This design comes from an exercise in tuning for small area on the open sky130 flow, not from production work. Only simulation tests tie the RTL to the original design; equivalence was not proved. The clock port is modelled as an ideal driver; clocking choices that lean on that would not hold on a real chip.

== v6 ==
==> module radar_display_top, before the edit <==
module radar_display_top (
	input logic clock,
	input logic arst_n,
	input logic signed [11:0] target_x,
	input logic signed [11:0] target_y,
	input logic target_load,
	output logic [23:0] pixel,
	output logic hsync,
	output logic vsync,
	output logic de
);
	function automatic logic [15:0] rca(input logic [15:0] a, input logic [15:0] b, input logic cin);
		logic c;
		c = cin;
		for (int i = 0; i < 16; i++) begin
			rca[i] = a[i] ^ b[i] ^ c;
			c = (a[i] & b[i]) | (c & (a[i] ^ b[i]));
		end
	endfunction
	function automatic logic ge(input logic [15:0] v, input logic [15:0] k);
		logic r;
		r = 1'b1;
		for (int i = 0; i < 16; i++)
			r = k[i] ? (v[i] & r) : (v[i] | r);
		ge = r;
	endfunction
	function automatic logic in_range(input logic [15:0] v, input logic [15:0] lo, input logic [15:0] hi);
		in_range = ge(v, lo) && ge(hi, v);
	endfunction
	logic [8:0] x;
	logic [7:0] w;
	logic first;
	logic [13:0] r_hi;
	wire x_end = (x == 9'd175);
	wire w_end = (w == 8'd168);
	wire at_origin = (x == 9'h160) && (w == 8'd177);
	always_ff @(posedge clock or negedge arst_n) begin
		if (!arst_n) begin
			x <= 9'd171;
			w <= 8'd168;
			first <= 1'b1;
		end else begin
			x <= x_end ? 9'h160 : 9'(rca(16'(x), 16'd0, 1'b1));
			if (x_end)
				w <= w_end ? 8'd177 : 8'(rca(16'(w), 16'd0, 1'b1));
			if (at_origin)
				first <= 1'b0;
		end
	end
	wire x_blank = !x[8] && ge(16'(x[7:0]), 16'd160);
	wire x_last = (x == 9'd159);
	wire w_neg = w[7] && (w[6] || w[5]);
	wire r0 = x[0] ^ w[0];
	logic [8:0] r_step;
	always_comb begin
		if (x_blank)
			r_step = '0;
		else if (x_last)
			r_step = {w_neg, w};
		else
			r_step = x;
	end
	wire r_cin = !x_blank && !x_last && r0;
	always_ff @(posedge clock) begin
		if (x_end && w_end)
			r_hi <= 14'd8720;  
		else
			r_hi <= 14'(rca(16'(r_hi), {{7{r_step[8]}}, r_step}, r_cin));
	end
	wire [14:0] r_sq = {r_hi, r0};
	wire s = x[8];
	wire [6:0] b = x[6:0] ^ {7{s}};
	wire [15:0] m15s = rca(16'(b[6:4]), 16'(b), s);
	wire [7:0] s15 = 8'(rca(16'(m15s[7:2]), 16'(w), s));
	wire [7:0] s45 = 8'(rca(16'(b), 16'(w), 1'b0));
	wire [15:0] m75 = rca({6'd0, b[5:0], 4'd0}, {10'd0, ~b[5:0]}, 1'b0);
	wire [9:0] g75 = 10'(rca(16'(m75[9:0]), {6'd0, w, 2'd0}, 1'b0));
	wire near75 = !b[6] && (s ? in_range(16'(g75), 16'd673, 16'd700) : in_range(16'(g75), 16'd691, 16'd718));
	wire line = in_range(16'(s15), 16'd159, 16'd161) ||
		(s ? in_range(16'(s45), 16'd158, 16'd160) : in_range(16'(s45), 16'd159, 16'd161)) ||
		near75;
	wire g_near = in_range(16'(w), 16'd32, 16'd184);
	wire g_5 = !in_range(16'(w), 16'd169, 16'd223);
	wire g_6 = in_range(16'(w), 16'd0, 16'd94) || in_range(16'(w), 16'd186, 16'd255);
	wire g_7 = !in_range(16'(w), 16'd25, 16'd184);
	wire ring = (g_near && (in_range(16'(r_sq), 16'd1216, 16'd1344) ||
			in_range(16'(r_sq), 16'd4224, 16'd4480) ||
			in_range(16'(r_sq), 16'd9344, 16'd9600) ||
			in_range(16'(r_sq), 16'd16512, 16'd16768))) ||
		(g_5 && in_range(16'(r_sq), 16'd25600, 16'd26112)) ||
		(g_6 && in_range(16'(r_sq), 16'd4096, 16'd4608)) ||
		(g_7 && in_range(16'(r_sq), 16'd17408, 16'd17920));
	wire x_in = s ? ge(16'(x[7:0]), 16'd125) : ge(16'd131, 16'(x[7:0]));
	wire y_in = ge(16'(w), 16'd181) || ge(16'd163, 16'(w));
	wire on_border = (s ? ge(16'd128, 16'(x[7:0])) : x[7]) ||
		in_range(16'(w), 16'd177, 16'd184) || in_range(16'(w), 16'd160, 16'd168);
	wire grid_on = x_in && y_in && (on_border || ring || line);
	wire tx_ok = (target_x[11:8] == {4{target_x[8]}});
	wire ty_ok = (target_y[11:8] == 4'h0) ? (target_y[7:2] != 6'h3f) :
		(target_y[11:8] == 4'hf) && (target_y[7:4] == 4'hf) && (target_y[3:2] != 2'b00);
	logic [8:0] pend_x;
	logic [7:0] pend_y;
	logic pend_ok;
	logic [8:0] act_x;
	logic [7:0] act_y;
	logic act_ok;
	wire swap = (x == 9'd171) && w_end;
	always_ff @(posedge clock) begin
		if (target_load) begin
			pend_x <= target_x[8:0];
			pend_y <= target_y[7:0];
		end
		if (swap) begin
			act_x <= pend_x;
			act_y <= pend_y;
		end
	end
	always_ff @(posedge clock or negedge arst_n) begin
		if (!arst_n) begin
			pend_ok <= 1'b0;
			act_ok <= 1'b0;
		end else begin
			if (target_load)
				pend_ok <= tx_ok && ty_ok;
			if (swap)
				act_ok <= pend_ok;
		end
	end
	wire [8:0] dx = 9'(rca(16'(x), 16'(~act_x), 1'b1));
	wire [7:0] sy = 8'(rca(16'(w), 16'(act_y), 1'b0));
	wire hit_x = (dx[8:3] == 6'd0 && dx[2:0] <= 3'd4) || (dx[8:2] == 7'h7f);
	wire hit_y = in_range(16'(sy), 16'd156, 16'd164);
	wire hit = act_ok && hit_x && hit_y;
	wire de_i = !first && (s || !ge(16'(x[7:0]), 16'd160)) && (ge(16'(w), 16'd177) || ge(16'd160, 16'(w)));
	assign de = de_i;
	assign hsync = !first && !s && in_range(16'(x[7:0]), 16'd164, 16'd171);
	assign vsync = (w == 8'd163) || (w == 8'd164);
	wire red = de_i && !hit && grid_on;
	wire green = de_i && hit;
	assign pixel = {{8{red}}, {8{green}}, 8'd0};
endmodule
clock: 8.0 ns
lec_check: 0
cap_margin: 0
core_margin: 2
core_utilization: 75
cts_buf_list: sky130_fd_sc_hd__clkbuf_4
place_density: 0.85
slew_margin: 0
standard.sh (not shown) runs the stock make flow with config.mk's settings and CLKGATE_MAP_FILE= SYNTH_SCRIPT=/design/flow/synth_recipe.tcl, a recipe that flattens the netlist after the stock synthesis.
==> flow/flow/run.sh <==
#!/bin/bash
set -euo pipefail
HERE=$(pwd)
R=$HERE/orfs/results/$FLOW_PLATFORM/radar_display_top/base
LIB=$FLOW_HOME/platforms/sky130hd/lib/sky130_fd_sc_hd__tt_025C_1v80.lib
YOSYS=$FLOW_HOME/../tools/install/yosys/bin/yosys
bash standard.sh synth > synth.log 2>&1
mkdir -p reopt
cp $R/1_2_yosys.v reopt/standard.v
python3 flow/fapol.py reopt/standard.v reopt/fapol.v > reopt/fapol.log 2>&1
python3 flow/mkmap.py $LIB reopt/fapol.v reopt/comb_map.v > reopt/mkmap.log 2>&1
cat > reopt/reopt.ys <<EOY
read_liberty -lib $LIB
read_verilog reopt/fapol.v
hierarchy -top $FLOW_TOP
techmap -map reopt/comb_map.v
techmap
opt -fast -purge
extract_fa -fa
techmap -map $FLOW_HOME/platforms/sky130hd/cells_adders_hd.v
techmap
opt -fast -purge
abc -liberty $LIB $(cat flow/dontuse.txt) -D $(python3 -c "print(int(float('$FLOW_PERIOD_NS')*1000))")
opt_clean -purge
splitnets
opt_clean -purge
hilomap -singleton -hicell sky130_fd_sc_hd__conb_1 HI -locell sky130_fd_sc_hd__conb_1 LO
insbuf -buf sky130_fd_sc_hd__buf_4 A X
check -assert
stat -liberty $LIB
write_verilog -noattr -nohex -nodec reopt/reopt.v
EOY
$YOSYS -s reopt/reopt.ys > reopt/yosys.log 2>&1
cp reopt/reopt.v $R/1_2_yosys.v
bash standard.sh synth > synth_odb.log 2>&1
export BUFFER_PORTS_ARGS="-buffer_cell sky130_fd_sc_hd__buf_1"
export SKIP_REPAIR_TIE_FANOUT=1
export POST_CTS_TCL=$HERE/flow/post_cts.tcl
export CTS_ARGS="-sink_clustering_enable -repair_clock_nets -dont_use_dummy_load -buf_list sky130_fd_sc_hd__clkbuf_4"
bash standard.sh finish > layout.log 2>&1
Other scripts of this flow, unchanged in this note and not shown: flow/flow/dontuse.txt, flow/flow/fapol.py, flow/flow/mkmap.py, flow/flow/post_cts.tcl
v6 has completed all stages; timing, DRC and antenna checks passed.
Here is what was changed in the inputs of v7 compared with v6.
--- a/flow/design.v
+++ b/flow/design.v
@@ -74,12 +74,12 @@
 	wire [6:0] b = x[6:0] ^ {7{s}};
 	wire [15:0] m15s = rca(16'(b[6:4]), 16'(b), s);
 	wire [7:0] s15 = 8'(rca(16'(m15s[7:2]), 16'(w), s));
-	wire [7:0] s45 = 8'(rca(16'(b), 16'(w), 1'b0));
+	wire [7:0] s45 = 8'(rca(16'(b), 16'(w), s));
 	wire [15:0] m75 = rca({6'd0, b[5:0], 4'd0}, {10'd0, ~b[5:0]}, 1'b0);
 	wire [9:0] g75 = 10'(rca(16'(m75[9:0]), {6'd0, w, 2'd0}, 1'b0));
 	wire near75 = !b[6] && (s ? in_range(16'(g75), 16'd673, 16'd700) : in_range(16'(g75), 16'd691, 16'd718));
 	wire line = in_range(16'(s15), 16'd159, 16'd161) ||
-		(s ? in_range(16'(s45), 16'd158, 16'd160) : in_range(16'(s45), 16'd159, 16'd161)) ||
+		in_range(16'(s45), 16'd159, 16'd161) ||
 		near75;
 	wire g_near = in_range(16'(w), 16'd32, 16'd184);
 	wire g_5 = !in_range(16'(w), 16'd169, 16'd223);
v7 completed; timing, DRC and antenna clean. | post-placement setup slack | v7 vs v6 | 0.12 ns lower |. Summary of v7 over v6: sequential cell count about even, hold slack picked up an extra 0.013 ns, cell area after synthesis up 0.77%. Summary of v7 over v6: horizontal die dimension now larger; first-pass GRT wire length now larger; flop-to-flop setup slack now larger. v6 vs v7, first element of the critical path: x[3]$_DFF_PN1_ vs x[1]$_DFF_PN1_.

## separate check: timing with driven ports
The results above use ideal ports. As a check the final layouts listed here were re-extracted and re-timed, cells and wires unchanged.
Step 1 sets driving cells, clkbuf_16 on the clock port and buf_2 on the other inputs (assumed; they add their load-dependent delay and slew).
Step 2, shift: input delay + t, output delay - t, t = (earliest + latest rising clock arrival at the registers) / 2. This alone moves slack from input paths to output paths.
a / b / c = no drivers / after step 1 / after step 2; a / b = the first two.
run	t (ns)	setup slack, ns	cell pins on the clock port's net
v6	0.436	0.371 / 0.371 / 0.371	1
v7	0.424	0.393 / 0.393 / 0.393	1
After both steps every run listed still meets setup and hold.
